Context: an optimization exercise on an open-source flow, tuned for small area. The choices shown serve that exercise and are no tape-out recipe. At most, simulation tests tie the RTL to the original design; equivalence was not proved. Power figures rest on the tool's default switching activity, not on a simulated workload.

==> run a <==
// running_mean_stddev
module running_mean_stddev #(
    parameter int MAX_COUNT   = 65536,
    parameter int FRAC_BITS   = 16
) (
    input  logic        aclk,
    input  logic        aresetn,
    input  logic        s_axis_tvalid,
    output logic        s_axis_tready,
    input  logic [15:0] s_axis_tdata,    
    input  logic        s_axis_tlast,
    output logic        m_axis_tvalid,
    input  logic        m_axis_tready,
    output logic [87:0] m_axis_tdata,    
    input  logic        psel,
    input  logic        penable,
    input  logic        pwrite,
    input  logic [1:0]  paddr,
    input  logic [31:0] pwdata,
    output logic [31:0] prdata,
    output logic        pready
);
    logic [16:0]        cnt;
    logic [31:0]        sum;
    logic [46:0]        sq;
    logic               ovf;
    logic               mode;
    logic               busy, valid;
    logic               accept, go, take;
    logic signed [15:0] xg;
    logic [2:0]         pc, pc_n;          
    logic [16:0]        cnt_n;
    logic [31:0]        sum_n;
    logic [46:0]        sq_n;
    logic               ovf_n;
    assign pready = 1'b1;
    assign prdata = {31'd0, mode};
    assign s_axis_tready = ~(s_axis_tlast & (busy | valid));
    assign accept = s_axis_tvalid & s_axis_tready;
    assign go     = accept & s_axis_tlast;
    assign take   = accept & ~cnt[16];
    assign xg     = take ? s_axis_tdata : 16'd0;
    rms_add #(.W(17)) u_cnt (.a(cnt), .b(17'd0), .ci(take), .s(cnt_n), .co());
    rms_adds #(.W(32), .L(18)) u_sum (.a(sum), .b({{16{xg[15]}}, xg}), .ci(1'b0), .s(sum_n), .co());
    rms_sqacc u_sqacc (
        .a(xg), .sq(sq), .pc(pc), .sq_n(sq_n), .pc_n(pc_n)
    );
    assign ovf_n  = ovf | (accept & cnt[16]);
    always_ff @(posedge aclk) begin
        if (!aresetn || go) begin
            cnt <= '0;
            sum <= '0;
            sq  <= '0;
            pc  <= '0;
            ovf <= 1'b0;
        end else begin
            cnt <= cnt_n;
            sum <= sum_n;
            sq  <= sq_n;
            pc  <= pc_n;
            ovf <= ovf_n;
        end
    end
    always_ff @(posedge aclk) begin
        if (!aresetn) mode <= 1'b0;
        else if (psel && penable && pwrite && paddr == 2'd0) mode <= pwdata[0];
    end
    logic [7:0]  t, t_n;
  ...
Settings: LEC_CHECK=0, CAP_MARGIN=20, CORE_MARGIN=2, CORE_UTILIZATION=40, SLEW_MARGIN=20; clock period 11.0 ns.
standard.sh (not shown) runs the stock make flow with config.mk's settings and CLKGATE_MAP_FILE= SYNTH_SCRIPT=/design/flow/synth_recipe.tcl, a recipe that flattens the netlist after the stock synthesis.
==> flow/flow/run.sh <==
#!/bin/bash
# The standard layout (standard.sh) with three changes:
#  - after the standard synthesis, flow/invopt.py removes inverters around the
#    full adders (a full adder is self-dual; registers and other cells stay);
#  - each port's buffer is the smallest buffer cell (every port still gets its
#    own buffer);
#  - clock tree synthesis inserts no dummy loads.
# Logs here: synth_make.log, invopt.log, flow_make.log; each tool's full log
# is under orfs/logs/.
set -euo pipefail
RES="$PWD/orfs/results/$FLOW_PLATFORM/running_mean_stddev/base"
bash standard.sh "$RES/1_2_yosys.v" > synth_make.log 2>&1
cp "$RES/1_2_yosys.v" "$RES/1_2_yosys.std.v"
python3 flow/invopt.py "$RES/1_2_yosys.std.v" "$RES/1_2_yosys.opt.v" > invopt.log 2>&1
cp "$RES/1_2_yosys.opt.v" "$RES/1_2_yosys.v"
export BUFFER_PORTS_ARGS="-buffer_cell sky130_fd_sc_hd__buf_1"
export CTS_ARGS="-sink_clustering_enable -repair_clock_nets -dont_use_dummy_load -buf_list sky130_fd_sc_hd__clkbuf_16 -sink_clustering_size 30 -sink_clustering_max_diameter 80"
bash standard.sh finish > flow_make.log 2>&1
Other scripts of this flow, unchanged in this note and not shown: flow/flow/invopt.py
==> inputs of run b, as changes to run a <==
--- a/flow/design.v
+++ b/flow/design.v
@@ -71,17 +71,17 @@
     end
     logic [7:0]  t, t_n;
     logic [16:0] N;
     logic        OVF, NEG;
     logic [15:0] RM;         
     logic [31:0] MB;         
     logic [63:0] X;          
     logic [33:0] R;
-    logic [32:0] DR;
+    logic [33:0] DR;         
     logic        brw, seen, mreg;
     logic [2:0]  PC;
     logic        qc;
     rms_add #(.W(8)) u_t (.a(t), .b(8'd0), .ci(1'b1), .s(t_n), .co());
     logic ph0, pY, pQ, pM, pD, pDiv, pSq, sqB, fin, tlastdiv;
     assign ph0  = busy & (t[7:6] == 2'b00);
     assign pY   = ph0 & ~t[5];
     assign pD   = ph0 & t[5] & (t[4:0] >= 5'd15);
@@ -102,29 +102,28 @@
     logic        s_nx, seen_nx, m_nx;
     assign mp      = {RM, MB[31:16]};
     assign s_nx    = mp[t_n[4:0]] ^ NEG;
     assign seen_nx = seen | mreg;
     assign m_nx    = s_nx ^ (NEG & seen_nx);
     logic inj, qb;
     assign inj  = (t == 8'd11 && PC[0]) || (t == 8'd22 && PC[1]) || (t == 8'd32 && PC[2]);
     assign qb   = X[0] ^ inj ^ qc;
-    logic        bm;
-    logic [33:0] r2, bop, aa, bb, sa;
+    logic        bm, cmp;
+    logic [33:0] bb, sa, rn;
     logic        ca, ge;
     logic [31:0] ya;
     assign bm  = mreg & pY;
-    assign r2  = {R[32:0], X[14]};
-    assign bop = pSq ? {DR[31:0], 2'b01} : {1'b0, DR};
-    assign aa  = ph0 ? {2'b00, R[31:0]} : r2;
-    assign bb  = ph0 ? {2'b00, (bm ? mp : 32'd0)} : ~bop;
-    rms_adds #(.W(34), .L(19)) u_sa (.a(aa), .b(bb), .ci(ph0 ? (bm & NEG) : 1'b1),
+    assign bb  = ph0 ? {2'b00, (bm ? mp : 32'd0)} : ~DR;
+    rms_adds #(.W(34), .L(19)) u_sa (.a(R), .b(bb), .ci(ph0 ? (bm & NEG) : 1'b1),
                                      .s(sa), .co(ca));
-    assign ya = sa[31:0];
-    assign ge = ca;
+    assign ya  = sa[31:0];
+    assign ge  = ca;
+    assign cmp = ge && !(pSq && !sqB);
+    assign rn  = cmp ? sa : R;
     logic [15:0] xa_a;
     logic        xa_m;
     logic [16:0] r2m, ab_a, ab_b, xa;
     logic        gem;
     assign xa_a = pQ ? X[62:47] : DR[32:17];
     assign xa_m = pQ ? qb : DR[0];
     assign r2m  = {RM, MB[31]};
     assign ab_a = ph0 ? {1'b0, xa_a} : r2m;
@@ -185,30 +184,30 @@
     always_ff @(posedge aclk) begin
         if (go) X <= {17'd0, sq_n};
         else if (pQ) X <= {1'b0, xa[16:1], pY & abit, X[46:1]};
         else if (pD) X <= {X[0], X[63:48], pY & abit, X[46:1]};
         else X <= {X[62:15], ge, X[13:0], X[63]};
     end
     always_ff @(posedge aclk) begin
         if (go) R <= '0;
-        else if (ph0) R <= {2'd0, abit & ~pY, ya[31:1]};
+        else if (ph0) R <= {1'b0, abit & ~pY, sa[32:2], (t[5:0] == 6'd63) ? X[15] : sa[1]};
         else if (pDiv && tlastdiv) R <= '0;
-        else R <= ((ge && !(pSq && !sqB)) ? sa : r2);
+        else R <= {rn[32:0], X[13]};
     end
     always_ff @(posedge aclk) begin
-        if (go) DR <= {16'd0, nm_in};
-        else if (pD) DR <= {xa, DR[16:1]};
-        else if (pDiv && tlastdiv) DR <= '0;
-        else if (pSq && sqB) DR[31:0] <= {DR[30:0], ge};
+        if (go) DR <= {17'd0, nm_in};
+        else if (pD) DR <= {1'b0, xa, DR[16:1]};
+        else if (pDiv && tlastdiv) DR <= 34'd1;
+        else if (pSq && sqB) DR[33:2] <= {DR[32:2], ge};
     end
     assign m_axis_tvalid = valid;
     assign m_axis_tdata  = {5'd0,
                             OVF ? 2'd2 : (N[16:1] == 16'd0 ? 2'd1 : 2'd0),
-                            N, DR[31:0], MB};
+                            N, DR[33:2], MB};
 endmodule
 module rms_add #(
     parameter int W = 8
 ) (
     input  logic [W-1:0] a,
     input  logic [W-1:0] b,
     input  logic         ci,
     output logic [W-1:0] s,
--- a/flow/flow/run.sh
+++ b/flow/flow/run.sh
@@ -9,10 +9,10 @@
 # is under orfs/logs/.
 set -euo pipefail
 RES="$PWD/orfs/results/$FLOW_PLATFORM/running_mean_stddev/base"
 bash standard.sh "$RES/1_2_yosys.v" > synth_make.log 2>&1
 cp "$RES/1_2_yosys.v" "$RES/1_2_yosys.std.v"
 python3 flow/invopt.py "$RES/1_2_yosys.std.v" "$RES/1_2_yosys.opt.v" > invopt.log 2>&1
 cp "$RES/1_2_yosys.opt.v" "$RES/1_2_yosys.v"
 export BUFFER_PORTS_ARGS="-buffer_cell sky130_fd_sc_hd__buf_1"
-export CTS_ARGS="-sink_clustering_enable -repair_clock_nets -dont_use_dummy_load -buf_list sky130_fd_sc_hd__clkbuf_16 -sink_clustering_size 30 -sink_clustering_max_diameter 80"
+export CTS_ARGS="-sink_clustering_enable -repair_clock_nets -dont_use_dummy_load -buf_list sky130_fd_sc_hd__clkbuf_8 -sink_clustering_size 16 -sink_clustering_max_diameter 50"
 bash standard.sh finish > flow_make.log 2>&1
==> inputs of run c, as changes to run a <==
--- a/flow/design.v
+++ b/flow/design.v
@@ -40,17 +40,28 @@
     assign pready = 1'b1;
     assign prdata = {31'd0, mode};
     assign s_axis_tready = ~(s_axis_tlast & (busy | valid));
     assign accept = s_axis_tvalid & s_axis_tready;
     assign go     = accept & s_axis_tlast;
     assign take   = accept & ~cnt[16];
     assign xg     = take ? s_axis_tdata : 16'd0;
     rms_add #(.W(17)) u_cnt (.a(cnt), .b(17'd0), .ci(take), .s(cnt_n), .co());
-    rms_adds #(.W(32), .L(18)) u_sum (.a(sum), .b({{16{xg[15]}}, xg}), .ci(1'b0), .s(sum_n), .co());
+    logic        sum_c16, sum_up, sum_dn;
+    logic [15:0] sum_p1, sum_p0;
+    rms_add #(.W(16)) u_sum (.a(sum[15:0]), .b(xg), .ci(1'b0), .s(sum_n[15:0]), .co(sum_c16));
+    assign sum_up = sum_c16 & ~xg[15];
+    assign sum_dn = ~sum_c16 & xg[15];
+    assign sum_p1[0] = 1'b1;
+    assign sum_p0[0] = 1'b1;
+    for (genvar k = 1; k < 16; k++) begin : g_sum_hi
+        assign sum_p1[k] = sum_p1[k-1] & sum[15+k];
+        assign sum_p0[k] = sum_p0[k-1] & ~sum[15+k];
+    end
+    assign sum_n[31:16] = sum[31:16] ^ (({16{sum_up}} & sum_p1) | ({16{sum_dn}} & sum_p0));
     rms_sqacc u_sqacc (
         .a(xg), .sq(sq), .pc(pc), .sq_n(sq_n), .pc_n(pc_n)
     );
     assign ovf_n  = ovf | (accept & cnt[16]);
     always_ff @(posedge aclk) begin
         if (!aresetn || go) begin
             cnt <= '0;
             sum <= '0;
@@ -71,17 +82,17 @@
     end
     logic [7:0]  t, t_n;
     logic [16:0] N;
     logic        OVF, NEG;
     logic [15:0] RM;         
     logic [31:0] MB;         
     logic [63:0] X;          
     logic [33:0] R;
-    logic [32:0] DR;
+    logic [33:0] DR;         
     logic        brw, seen, mreg;
     logic [2:0]  PC;
     logic        qc;
     rms_add #(.W(8)) u_t (.a(t), .b(8'd0), .ci(1'b1), .s(t_n), .co());
     logic ph0, pY, pQ, pM, pD, pDiv, pSq, sqB, fin, tlastdiv;
     assign ph0  = busy & (t[7:6] == 2'b00);
     assign pY   = ph0 & ~t[5];
     assign pD   = ph0 & t[5] & (t[4:0] >= 5'd15);
@@ -102,29 +113,28 @@
     logic        s_nx, seen_nx, m_nx;
     assign mp      = {RM, MB[31:16]};
     assign s_nx    = mp[t_n[4:0]] ^ NEG;
     assign seen_nx = seen | mreg;
     assign m_nx    = s_nx ^ (NEG & seen_nx);
     logic inj, qb;
     assign inj  = (t == 8'd11 && PC[0]) || (t == 8'd22 && PC[1]) || (t == 8'd32 && PC[2]);
     assign qb   = X[0] ^ inj ^ qc;
-    logic        bm;
-    logic [33:0] r2, bop, aa, bb, sa;
+    logic        bm, cmp;
+    logic [33:0] bb, sa, rn;
     logic        ca, ge;
     logic [31:0] ya;
     assign bm  = mreg & pY;
-    assign r2  = {R[32:0], X[14]};
-    assign bop = pSq ? {DR[31:0], 2'b01} : {1'b0, DR};
-    assign aa  = ph0 ? {2'b00, R[31:0]} : r2;
-    assign bb  = ph0 ? {2'b00, (bm ? mp : 32'd0)} : ~bop;
-    rms_adds #(.W(34), .L(19)) u_sa (.a(aa), .b(bb), .ci(ph0 ? (bm & NEG) : 1'b1),
+    assign bb  = ph0 ? {2'b00, (bm ? mp : 32'd0)} : ~DR;
+    rms_adds #(.W(34), .L(19)) u_sa (.a(R), .b(bb), .ci(ph0 ? (bm & NEG) : 1'b1),
                                      .s(sa), .co(ca));
-    assign ya = sa[31:0];
-    assign ge = ca;
+    assign ya  = sa[31:0];
+    assign ge  = ca;
+    assign cmp = ge && !(pSq && !sqB);
+    assign rn  = cmp ? sa : R;
     logic [15:0] xa_a;
     logic        xa_m;
     logic [16:0] r2m, ab_a, ab_b, xa;
     logic        gem;
     assign xa_a = pQ ? X[62:47] : DR[32:17];
     assign xa_m = pQ ? qb : DR[0];
     assign r2m  = {RM, MB[31]};
     assign ab_a = ph0 ? {1'b0, xa_a} : r2m;
@@ -185,30 +195,30 @@
     always_ff @(posedge aclk) begin
         if (go) X <= {17'd0, sq_n};
         else if (pQ) X <= {1'b0, xa[16:1], pY & abit, X[46:1]};
         else if (pD) X <= {X[0], X[63:48], pY & abit, X[46:1]};
         else X <= {X[62:15], ge, X[13:0], X[63]};
     end
     always_ff @(posedge aclk) begin
         if (go) R <= '0;
-        else if (ph0) R <= {2'd0, abit & ~pY, ya[31:1]};
+        else if (ph0) R <= {1'b0, abit & ~pY, sa[32:2], (t[5:0] == 6'd63) ? X[15] : sa[1]};
         else if (pDiv && tlastdiv) R <= '0;
-        else R <= ((ge && !(pSq && !sqB)) ? sa : r2);
+        else R <= {rn[32:0], X[13]};
     end
     always_ff @(posedge aclk) begin
-        if (go) DR <= {16'd0, nm_in};
-        else if (pD) DR <= {xa, DR[16:1]};
-        else if (pDiv && tlastdiv) DR <= '0;
-        else if (pSq && sqB) DR[31:0] <= {DR[30:0], ge};
+        if (go) DR <= {17'd0, nm_in};
+        else if (pD) DR <= {1'b0, xa, DR[16:1]};
+        else if (pDiv && tlastdiv) DR <= 34'd1;
+        else if (pSq && sqB) DR[33:2] <= {DR[32:2], ge};
     end
     assign m_axis_tvalid = valid;
     assign m_axis_tdata  = {5'd0,
                             OVF ? 2'd2 : (N[16:1] == 16'd0 ? 2'd1 : 2'd0),
-                            N, DR[31:0], MB};
+                            N, DR[33:2], MB};
 endmodule
 module rms_add #(
     parameter int W = 8
 ) (
     input  logic [W-1:0] a,
     input  logic [W-1:0] b,
     input  logic         ci,
     output logic [W-1:0] s,
--- a/flow/flow/run.sh
+++ b/flow/flow/run.sh
@@ -8,11 +8,13 @@
 # Logs here: synth_make.log, invopt.log, flow_make.log; each tool's full log
 # is under orfs/logs/.
 set -euo pipefail
 RES="$PWD/orfs/results/$FLOW_PLATFORM/running_mean_stddev/base"
 bash standard.sh "$RES/1_2_yosys.v" > synth_make.log 2>&1
 cp "$RES/1_2_yosys.v" "$RES/1_2_yosys.std.v"
 python3 flow/invopt.py "$RES/1_2_yosys.std.v" "$RES/1_2_yosys.opt.v" > invopt.log 2>&1
 cp "$RES/1_2_yosys.opt.v" "$RES/1_2_yosys.v"
+export REMOVE_ABC_BUFFERS=1
+export RECOVER_POWER=100
 export BUFFER_PORTS_ARGS="-buffer_cell sky130_fd_sc_hd__buf_1"
-export CTS_ARGS="-sink_clustering_enable -repair_clock_nets -dont_use_dummy_load -buf_list sky130_fd_sc_hd__clkbuf_16 -sink_clustering_size 30 -sink_clustering_max_diameter 80"
+export CTS_ARGS="-sink_clustering_enable -repair_clock_nets -dont_use_dummy_load -buf_list sky130_fd_sc_hd__clkbuf_8 -sink_clustering_size 18 -sink_clustering_max_diameter 60"
 bash standard.sh finish > flow_make.log 2>&1
==> comparison <==
Between run a and run b, the lower total power is in run b (gap about 2.5%, measured against run b). Wire length, lowest first: run c, run b, run a. Of run c and run b, run b has the higher die area (gap about 0.9%, measured against run b). Against run c, the synthesized cell count of run b is lower by 1.3%. Run c ran to the end with violations: max-capacitance violations, max-slew violations. Run b completed without violations. Run a produced a clean layout. In run c the via count is smaller than in run a, by 5.0%. In combinational power, run c and run b hardly differ. Fmax, highest first: run c, run a, run b. In sequential power, run a and run b hardly differ.
==> figures <==
metric                                                          run a                                            run c         run b
Arrival time of the worst setup path                         10.99 ns                                         11.01 ns      11.11 ns
Result of the run                    no timing/DRC/antenna violations                         finished with violations  no timing/DRC/antenna violations
Reasons for failing layout checks                                   -  max-capacitance violations, max-slew violations             -
Sequential portion of the cell area                             0.316                                            0.330         0.326
FF+latch area                                              7190 sq um                                       7230 sq um    7230 sq um
Routing usage on met3                                          0.0250                                           0.0375        0.0541
Final-layout non-clock buffer area share                       0.0425                                           0.0455        0.0423
Cell area after layout                                   22,800 sq um                                     21,900 sq um  22,200 sq um
Slew at the pin with the worst max-slew slack                 1.06 ns                                          3.12 ns       1.02 ns
First-pass GRT wire length                                  92,700 um                                        89,800 um     90,600 um
Endpoint of the most critical register-to-register path         R[29]                                            R[19]         DR[2]
Cell Count, Final, Fillers Out                                  2,965                                            2,835         2,817
Final-report max-slew violation count                               0                                              228             0
Buffers inserted during post-CTS setup optimization                 0                                                1             0
P_sw                                                        0.00201 W                                        0.00194 W     0.00197 W
Floorplan Core Area                                      52,600 sq um                                     51,000 sq um  51,300 sq um
FF-to-FF path depth                                                33                                               32            31
TritonCTS Buffers                                                  24                                               29            39
Die span in y                                                  235 um                                           231 um        232 um
For run a, only the layout was checked, not whether the RTL still works.

static timing again, ports no longer ideal:
The flow's constraints put no driver on any port. The routed layouts listed below were extracted and timed again, unchanged, in two steps.
Step 1 (the two cells are an assumption about what drives the block):
set clk [get_ports {aclk}]
set_driving_cell -lib_cell sky130_fd_sc_hd__clkbuf_16 $clk
set_driving_cell -lib_cell sky130_fd_sc_hd__buf_2 [delete_from_list [all_inputs] $clk]
Step 2 also shifts input and output timing later by t, the mid clock arrival at the registers, as if the neighbouring blocks saw the same clock.
Three values: ideal, step 1, step 2; two values: the first two.
run | shift t [ns] | slack for setup (ns) | hold WS [ns] | latest minus earliest clock arrival (ns)
run a | 0.598 | 0.288 / 0.321 / -0.277 | 0.458 / 0.458 / 0.458 | 0.070 / 0.070
run b | 0.637 | 0.265 / 0.294 / -0.343 | 0.425 / 0.425 / 0.425 | 0.062 / 0.062
run c | 0.676 | 0.337 / 0.368 / -0.308 | 0.456 / 0.456 / 0.456 | 0.067 / 0.066
For run c, which loses most, drivers alone change the setup slack by +0.031 ns; drivers and shift together by -0.645 ns.
